From an optimization exercise on the open Yosys and OpenROAD flow, aimed at small area; shortcuts taken in it are not production practice.
At most, simulation tests tie the RTL to the original design; equivalence was not proved.
Power and IR drop assume default switching activity. The flow treats the clock pin as an ideal source, which a real chip does not have.

## spk_out
module spk_out (
    input  wire         clk,
    input  wire         rst_n,
    input  wire         soma_fire,
    input  wire [23:0]  neuron_id,
    input  wire         config_we,
    input  wire [58:0]  config_flit,
    output logic        config_full,
    input  wire         credit_in,
    output logic        flit_out_wr,
    output logic [58:0] flit_out,
    input  wire         dst_we,
    input  wire [3:0]   dst_waddr,
    input  wire [20:0]  dst_wdata,
    input  wire         dst_re,
    input  wire [3:0]   dst_raddr,
    output logic [20:0] dst_rdata
);
Settings: LEC_CHECK=0, CAP_MARGIN=20, CORE_MARGIN=2, CORE_UTILIZATION=60, CTS_BUF_LIST=sky130_fd_sc_hd__clkbuf_8, CTS_CLUSTER_SIZE=30, SLEW_MARGIN=20; clock period 5.0 ns.
run.sh (not shown) runs the stock make flow with config.mk's settings and CLKGATE_MAP_FILE= SYNTH_SCRIPT=/design/flow/synth_recipe.tcl, a recipe that flattens the netlist after the stock synthesis.
Rerun with:
CORE_UTILIZATION = 40   (was 60)
CTS_BUF_LIST = default   (was sky130_fd_sc_hd__clkbuf_8)
CTS_CLUSTER_SIZE = default   (was 30)
Outcome:
- clock-buffer cell count falls by 35
- hold slack gains 190 ps
- maximum frequency rises by 1.6%

========
The RTL this note starts from:
==> flow/design.v <==
`default_nettype none
package spk_out_pkg;
    localparam int FLIT_W      = 59;
    localparam int TYPE_W      = 3;
    localparam int ROUTE_W     = 21;
    localparam int TYPE_MSB    = 58;
    localparam int ROUTE_MSB   = 55;
    localparam int ROUTE_LSB   = 35;
    localparam int NEURON_ID_W = 24;
    localparam int CONT_BIT = 0;
    localparam int DST_ADDR_W = 4;
    localparam int DST_DEPTH  = 16;
    localparam int FIFO_ADDR_W = 4;
    localparam int FIFO_DEPTH  = 16;
    localparam int FIFO_AFULL  = 15;
    localparam int CREDIT_W   = 4;
    localparam int CREDIT_MAX = 15;
    typedef logic [FLIT_W-1:0]      flit_t;
    typedef logic [TYPE_W-1:0]      flit_type_t;
    typedef logic [ROUTE_W-1:0]     route_t;
    typedef logic [NEURON_ID_W-1:0] neuron_id_t;
    typedef logic [DST_ADDR_W-1:0]  dst_addr_t;
    typedef logic [FIFO_ADDR_W-1:0] fifo_addr_t;
    typedef logic [CREDIT_W-1:0]    credit_t;
    localparam flit_type_t SPIKE    = 3'b000;
    localparam flit_type_t DATA     = 3'b001;
    localparam flit_type_t DATA_END = 3'b010;
    localparam flit_type_t WRITE    = 3'b110;
    localparam flit_type_t READ     = 3'b111;
    typedef enum logic [1:0] {
        S_IDLE,
        S_WAIT,
        S_SEND
    } send_state_t;
endpackage
`default_nettype wire
`timescale 1ns/1ns
`default_nettype none
module spk_out (
    input  wire         clk,
    input  wire         rst_n,
    input  wire         soma_fire,
    input  wire [23:0]  neuron_id,
    input  wire         config_we,
    input  wire [58:0]  config_flit,
    output logic        config_full,
    input  wire         credit_in,
    output logic        flit_out_wr,
    output logic [58:0] flit_out,
    input  wire         dst_we,
    input  wire [3:0]   dst_waddr,
    input  wire [20:0]  dst_wdata,
    input  wire         dst_re,
    input  wire [3:0]   dst_raddr,
    output logic [20:0] dst_rdata
);
    localparam int N = 15;    
    localparam int W = 57;    
    logic [20:0] tbl [0:15];
    logic [3:0]  taddr;       
    always_ff @(posedge clk) begin
        if (dst_we) tbl[dst_waddr] <= dst_wdata;
    end
    logic [15:0] tsel;
    logic        rsel;
    logic [20:0] rd_or;
    always_comb begin
        rd_or = rsel ? q[N-1][55:35] : 21'b0;
        for (int i = 0; i < 16; i++) begin
            tsel[i] = (taddr == 4'(i)) && !rsel;
            rd_or   = rd_or | (tsel[i] ? tbl[i] : 21'b0);
        end
    end
    assign dst_rdata = rd_or;
    logic [W-1:0] q   [0:N-1];
    logic [N-1:0] v;
    logic [N:0]   rdy;        
    logic         push;
    logic         pop;
    logic [W-1:0] din;
    logic         cfg_read;
    assign push     = soma_fire || config_we;
    assign cfg_read = (config_flit[58:56] == 3'b111);
    always_comb begin
        din[56]    = !soma_fire && cfg_read;
        din[55:38] = config_flit[55:38];
        din[37:35] = soma_fire ? 3'b000 :
                     (cfg_read ? config_flit[37:35] : config_flit[58:56]);
        din[34:24] = soma_fire ? 11'b0 : config_flit[34:24];
        din[23:0]  = soma_fire ? neuron_id : config_flit[23:0];
    end
    always_comb begin
        rdy[N] = pop;
        for (int i = N - 1; i >= 0; i--) rdy[i] = !v[i] || rdy[i+1];
    end
    always_ff @(posedge clk) begin
        if (rdy[0]) q[0] <= din;
        for (int i = 1; i < N; i++) begin
            if (rdy[i]) q[i] <= q[i-1];
        end
    end
    always_ff @(posedge clk or negedge rst_n) begin
        if (!rst_n) begin
            v <= '0;
        end else begin
            if (rdy[0]) v[0] <= push;
            for (int i = 1; i < N; i++) begin
                if (rdy[i]) v[i] <= v[i-1];
            end
        end
    end
    assign config_full = &v;
    logic [W-1:0] head;
    logic [3:0]   credit;
    logic         head_read;
    logic [20:0]  route;
    assign head      = q[N-1];
    assign head_read = head[56];
    assign route     = dst_rdata;
    assign rsel      = v[N-1] && head_read;
    assign flit_out_wr = v[N-1] && (credit != 4'd0);
    assign flit_out    = {head_read ? 3'b111 : head[37:35],
                          route,
                          head[34:0]};
    assign pop         = flit_out_wr && (head_read || !route[0]);
    always_ff @(posedge clk or negedge rst_n) begin
        if (!rst_n) begin
            taddr <= 4'd0;
        end else if (dst_re) begin
            taddr <= dst_raddr;
        end else if (pop || !v[N-1]) begin
            taddr <= 4'd0;
        end else if (flit_out_wr) begin
            taddr <= taddr + 4'd1;
        end
    end
    always_ff @(posedge clk or negedge rst_n) begin
        if (!rst_n) begin
            credit <= 4'd15;
        end else if (credit_in && !flit_out_wr) begin
            credit <= credit + 4'd1;
        end else if (!credit_in && flit_out_wr) begin
            credit <= credit - 4'd1;
        end
    end
endmodule
`default_nettype wire
Settings: LEC_CHECK=0, CAP_MARGIN=20, CORE_MARGIN=2, CORE_UTILIZATION=60, SLEW_MARGIN=20; clock period 5.0 ns.
standard.sh (not shown) runs the stock make flow with config.mk's settings and CLKGATE_MAP_FILE= SYNTH_SCRIPT=/design/flow/synth_recipe.tcl, a recipe that flattens the netlist after the stock synthesis.
==> flow/flow/run.sh <==
#!/bin/bash
# Standard ORFS layout with two changes: ports are buffered with the
# smallest buffer (buf_1), and clock tree synthesis uses large sink clusters
# of clkbuf_16 leaf buffers without dummy loads.
set -euo pipefail
export BUFFER_PORTS_ARGS="-buffer_cell sky130_fd_sc_hd__buf_1"
export CTS_ARGS="-sink_clustering_enable -repair_clock_nets -dont_use_dummy_load -buf_list sky130_fd_sc_hd__clkbuf_16 -sink_clustering_size 30 -sink_clustering_max_diameter 80"
bash standard.sh > make_finish.log 2>&1
The starting point completed with no timing, DRC or antenna violations.
Next try:
==> flow/run.sh (new file) <==
#!/bin/bash
# synth_recipe.tcl (not shown) runs the flow's synth.tcl, then flattens the netlist and writes it again
# the make line also repeats each setting of config.mk as NAME=value (left out here)
make -C /OpenROAD-flow-scripts/flow DESIGN_CONFIG=/design/flow/config.mk WORK_HOME=/design/flow/orfs CLKGATE_MAP_FILE= SYNTH_SCRIPT=/design/flow/synth_recipe.tcl finish
--- a/flow/config.mk
+++ b/flow/config.mk
@@ -9,3 +9,6 @@
 export CORE_MARGIN = 2
 export CORE_UTILIZATION = 60
+export CTS_BUF_LIST = sky130_fd_sc_hd__clkbuf_16
+export CTS_CLUSTER_DIAMETER = 80
+export CTS_CLUSTER_SIZE = 30
 export SLEW_MARGIN = 20
removed: flow/flow/run.sh
removed: flow/standard.sh
Outcome: The changed run finished clean; global-route usage hardly moves; core utilization rises by 2.3 points; worst hold slack is about the same; synthesized area stays the same; routed wire length rises by 1.4%; first-iteration DRC count rises by 1.8%; total power rises by 4.3%; clock-buffer cell count rises by 2; cell count rises by 0.53%.
Next try:
==> flow/flow/run.sh (new file) <==
#!/bin/bash
# Standard ORFS layout with two changes: ports are buffered with the
# smallest buffer (buf_1), and clock tree synthesis uses large sink clusters
# of clkbuf_16 leaf buffers without dummy loads.
set -euo pipefail
export BUFFER_PORTS_ARGS="-buffer_cell sky130_fd_sc_hd__buf_1"
export REMOVE_ABC_BUFFERS=1
export CTS_ARGS="-sink_clustering_enable -repair_clock_nets -dont_use_dummy_load -buf_list sky130_fd_sc_hd__clkbuf_16 -sink_clustering_size 30 -sink_clustering_max_diameter 80"
bash standard.sh > make_finish.log 2>&1
==> flow/standard.sh (new file) <==
#!/bin/bash
# synth_recipe.tcl (not shown) runs the flow's synth.tcl, then flattens the netlist and writes it again
# the make line also repeats each setting of config.mk as NAME=value (left out here)
make -C /OpenROAD-flow-scripts/flow DESIGN_CONFIG=/design/flow/config.mk WORK_HOME=/design/flow/orfs CLKGATE_MAP_FILE= SYNTH_SCRIPT=/design/flow/synth_recipe.tcl "${@:-finish}"
--- a/flow/config.mk
+++ b/flow/config.mk
@@ -9,6 +9,3 @@
 export CORE_MARGIN = 2
 export CORE_UTILIZATION = 60
-export CTS_BUF_LIST = sky130_fd_sc_hd__clkbuf_16
-export CTS_CLUSTER_DIAMETER = 80
-export CTS_CLUSTER_SIZE = 30
 export SLEW_MARGIN = 20
removed: flow/run.sh
Outcome:
- The new run ran to the end with no violations
- global-route usage rises by 0.17 points
- design area falls by 3.6%
- fmax rises by 8.1%
- via count hardly moves
- clock-buffer cell count falls by 1
- worst setup slack improved by 0.36 ns
- total power falls by 4.1%
- die area stays the same
- core utilization falls by 2.5 points
Next try:
==> flow/run.sh (new file) <==
#!/bin/bash
# synth_recipe.tcl (not shown) runs the flow's synth.tcl, then flattens the netlist and writes it again
# the make line also repeats each setting of config.mk as NAME=value (left out here)
make -C /OpenROAD-flow-scripts/flow DESIGN_CONFIG=/design/flow/config.mk WORK_HOME=/design/flow/orfs CLKGATE_MAP_FILE= SYNTH_SCRIPT=/design/flow/synth_recipe.tcl finish
--- a/flow/config.mk
+++ b/flow/config.mk
@@ -9,3 +9,6 @@
 export CORE_MARGIN = 2
 export CORE_UTILIZATION = 60
+export CTS_BUF_LIST = sky130_fd_sc_hd__clkbuf_8
+export CTS_CLUSTER_DIAMETER = 60
+export CTS_CLUSTER_SIZE = 20
 export SLEW_MARGIN = 20
removed: flow/flow/run.sh
removed: flow/standard.sh
After rerunning: The changed run passed the timing, design-rule and antenna checks; clock skew drops by 0.0038 ns; fmax drops by a few percent; flip-flop and latch count is unchanged; design area climbs by a few percent; combinational power climbs by about a fifth; setup slack gets worse by 0.25 ns; hold slack gets worse by 0.063 ns; register-to-register slack gets better by 0.30 ns.
Next try:
==> flow/flow/run.sh (new file) <==
#!/bin/bash
# Standard ORFS layout with two changes: ports are buffered with the
# smallest buffer (buf_1), and clock tree synthesis uses large sink clusters
# of clkbuf_16 leaf buffers without dummy loads.
set -euo pipefail
export BUFFER_PORTS_ARGS="-buffer_cell sky130_fd_sc_hd__buf_1"
export REMOVE_ABC_BUFFERS=1
export CTS_ARGS="-sink_clustering_enable -repair_clock_nets -dont_use_dummy_load -buf_list sky130_fd_sc_hd__clkbuf_8 -sink_clustering_size 20 -sink_clustering_max_diameter 60"
bash standard.sh > make_finish.log 2>&1
==> flow/standard.sh (new file) <==
#!/bin/bash
# synth_recipe.tcl (not shown) runs the flow's synth.tcl, then flattens the netlist and writes it again
# the make line also repeats each setting of config.mk as NAME=value (left out here)
make -C /OpenROAD-flow-scripts/flow DESIGN_CONFIG=/design/flow/config.mk WORK_HOME=/design/flow/orfs CLKGATE_MAP_FILE= SYNTH_SCRIPT=/design/flow/synth_recipe.tcl "${@:-finish}"
--- a/flow/config.mk
+++ b/flow/config.mk
@@ -9,6 +9,3 @@
 export CORE_MARGIN = 2
 export CORE_UTILIZATION = 60
-export CTS_BUF_LIST = sky130_fd_sc_hd__clkbuf_8
-export CTS_CLUSTER_DIAMETER = 60
-export CTS_CLUSTER_SIZE = 20
 export SLEW_MARGIN = 20
removed: flow/run.sh
=> Cell area shrinks by 3.9%; worst setup slack gets better by 0.21 ns; routed wire length stays flat; maximum frequency increases by 4.6%.
Function was not checked in any run of this note: the RTL went through the layout flow alone.

========
Another version of the RTL of spk_out (not shown whole).
For scale: about 1800 cells after synthesis, about 1200 flip-flops, about 200 I/O pins, roughly 40000 um^2 of cells after synthesis.
export LEC_CHECK = 0
export CAP_MARGIN = 20
export CORE_MARGIN = 2
export CORE_UTILIZATION = 70
export GPL_ROUTABILITY_DRIVEN = 0
export GPL_TIMING_DRIVEN = 0
export SLEW_MARGIN = 20
create_clock -name core_clock -period 5.0 [get_ports {clk}]
==> flow/flow/run.sh <==
#!/bin/bash
# Standard ORFS layout (standard.sh, unchanged synthesis, floorplan, power
# grid and routing) with three settings changed:
#  - ports are buffered with the smallest buffer, buf_1;
#  - buffers that abc inserted during synthesis are removed at floorplan,
#    so repair_design sizes the fanout buffering itself;
#  - clock tree synthesis uses clkbuf_8 with sink clusters of up to 20
#    flip-flops and no dummy loads.
# make's full output goes to make_finish.log; ORFS writes each step's log
# under orfs/logs.
set -euo pipefail
export BUFFER_PORTS_ARGS="-buffer_cell sky130_fd_sc_hd__buf_1"
export REMOVE_ABC_BUFFERS=1
export CTS_ARGS="-sink_clustering_enable -repair_clock_nets -dont_use_dummy_load -buf_list sky130_fd_sc_hd__clkbuf_8 -sink_clustering_size 20 -sink_clustering_max_diameter 60"
bash standard.sh > make_finish.log 2>&1
Edit:
GPL_ROUTABILITY_DRIVEN = unset   (was 0)
GPL_TIMING_DRIVEN = unset   (was 0)
Effect: The new run finished with timing, DRC and antenna clean. Cell area drops by 2.3%. Wire length is lower by 4.1%. Final cell count fell by 0.51%. Critical path depth came out lower by 2. Total power came out lower by 1.6%. Register-to-register slack is better by 260 ps. Synthesized area does not change. Die area is unchanged. Sequential share of layout area grows by 2.0 points. Count of clock-buffer cells in the layout stays the same. Global-route usage drops by 0.91 points.
Edit:
--- a/flow/flow/run.sh
+++ b/flow/flow/run.sh
@@ -13,3 +13,3 @@
 export REMOVE_ABC_BUFFERS=1
-export CTS_ARGS="-sink_clustering_enable -repair_clock_nets -dont_use_dummy_load -buf_list sky130_fd_sc_hd__clkbuf_8 -sink_clustering_size 20 -sink_clustering_max_diameter 60"
+export CTS_ARGS="-sink_clustering_enable -repair_clock_nets -dont_use_dummy_load -buf_list sky130_fd_sc_hd__clkbuf_8 -sink_clustering_size 24 -sink_clustering_max_diameter 50"
 bash standard.sh > make_finish.log 2>&1
CAP_MARGIN = 10   (was 20)
SLEW_MARGIN = 10   (was 20)
- The new run finished with timing, DRC and antenna clean
- worst setup slack loses 10 ps
- worst hold slack is worse by 21 ps
- count of clock-buffer cells in the layout goes up by 5
- wire length stays flat
- global-route usage is about the same
- synthesized cell count stays the same
- total power goes up slightly

========
## rev 12
spk_out, a different RTL version from the one above (not shown whole).
Size: about 1,200 flip-flops, roughly 200 I/O pins, about 40,000 sq um of cells after synthesis.
clock: 5.0 ns
lec_check: 0
cap_margin: 20
core_margin: 2
core_utilization: 60
slew_margin: 20
==> flow/flow/run.sh <==
#!/bin/bash
# Standard ORFS layout (standard.sh, unchanged synthesis, floorplan, power
# grid and routing) with three settings changed:
#  - ports are buffered with the smallest buffer, buf_1;
#  - buffers that abc inserted during synthesis are removed at floorplan,
#    so repair_design sizes the fanout buffering itself;
#  - clock tree synthesis uses clkbuf_8 with sink clusters of up to 20
#    flip-flops and no dummy loads.
# make's full output goes to make_finish.log; ORFS writes each step's log
# under orfs/logs.
set -euo pipefail
export BUFFER_PORTS_ARGS="-buffer_cell sky130_fd_sc_hd__buf_1"
export REMOVE_ABC_BUFFERS=1
export CTS_ARGS="-sink_clustering_enable -repair_clock_nets -dont_use_dummy_load -buf_list sky130_fd_sc_hd__clkbuf_4 -sink_clustering_size 12 -sink_clustering_max_diameter 40"
bash standard.sh > make_finish.log 2>&1
For rev 13, these inputs were changed with respect to rev 12:
- CORE_UTILIZATION now 70, was 60
--- a/flow/flow/run.sh
+++ b/flow/flow/run.sh
@@ -12,4 +12,4 @@
 export BUFFER_PORTS_ARGS="-buffer_cell sky130_fd_sc_hd__buf_1"
 export REMOVE_ABC_BUFFERS=1
-export CTS_ARGS="-sink_clustering_enable -repair_clock_nets -dont_use_dummy_load -buf_list sky130_fd_sc_hd__clkbuf_4 -sink_clustering_size 12 -sink_clustering_max_diameter 40"
+export CTS_ARGS="-sink_clustering_enable -repair_clock_nets -dont_use_dummy_load -buf_list sky130_fd_sc_hd__clkbuf_8 -sink_clustering_size 20 -sink_clustering_max_diameter 60"
 bash standard.sh > make_finish.log 2>&1
Results
Diff rev 12 -> rev 13 | via count of the first global-routing pass | decrease of about 6.5%
Diff rev 12 -> rev 13: filler cell count went down by 1,336; multi-input combinational cell area up 23 sq um; vias after detailed routing went down about 4.5%; non-clock buffer count has decreased; switching fraction of total power down 0.66 points.
Of rev 13 and rev 12, rev 12 shows the higher fraction of power consumed by the clock network, with rev 13 below it.
Diff rev 12 -> rev 13 | final area | down slightly
Power: rev 13 vs rev 12 down about 2%

==> port drivers added, routing unchanged <==
Ports are ideal in the flow. The routed layouts listed here were re-timed in OpenROAD.
Step 1 sets driving cells, clkbuf_16 on the clock port and buf_2 on the other inputs (assumed; they add their load-dependent delay and slew).
Step 2 moves the port delays by t, midway between the first and last clock arrival at a register: inputs arrive t later, outputs are due t later. That takes back most of the time a late clock gives input paths.
Three values: no drivers, after step 1, after step 2; two values: the first two.
run	t, ns	setup WS [ns]	clock arrival spread, ns
the first run of note 1	0.839	0.308 / 0.247 / 1.087	0.031 / 0.031
the second run of note 1	0.724	0.379 / 0.319 / 1.043	0.056 / 0.056
the first run of note 2	0.666	0.653 / 0.590 / 1.256	0.054 / 0.054
the second run of note 2	0.681	0.154 / 0.091 / 0.773	0.025 / 0.025
the third run of note 2	0.665	0.517 / 0.452 / 1.118	0.045 / 0.045
the fourth run of note 2	0.734	0.271 / 0.213 / 0.948	0.041 / 0.041
the fifth run of note 2	0.720	0.478 / 0.415 / 1.096	0.054 / 0.054
the first run of note 3	0.722	0.422 / 0.362 / 1.084	0.044 / 0.044
the second run of note 3	0.714	0.608 / 0.548 / 1.262	0.032 / 0.032
the third run of note 3	0.705	0.598 / 0.537 / 1.242	0.076 / 0.077
rev 12	0.972	0.500 / 0.440 / 1.052	0.113 / 0.113
rev 13	0.706	0.589 / 0.526 / 1.232	0.046 / 0.046
After both steps setup and hold are still met in every run listed.
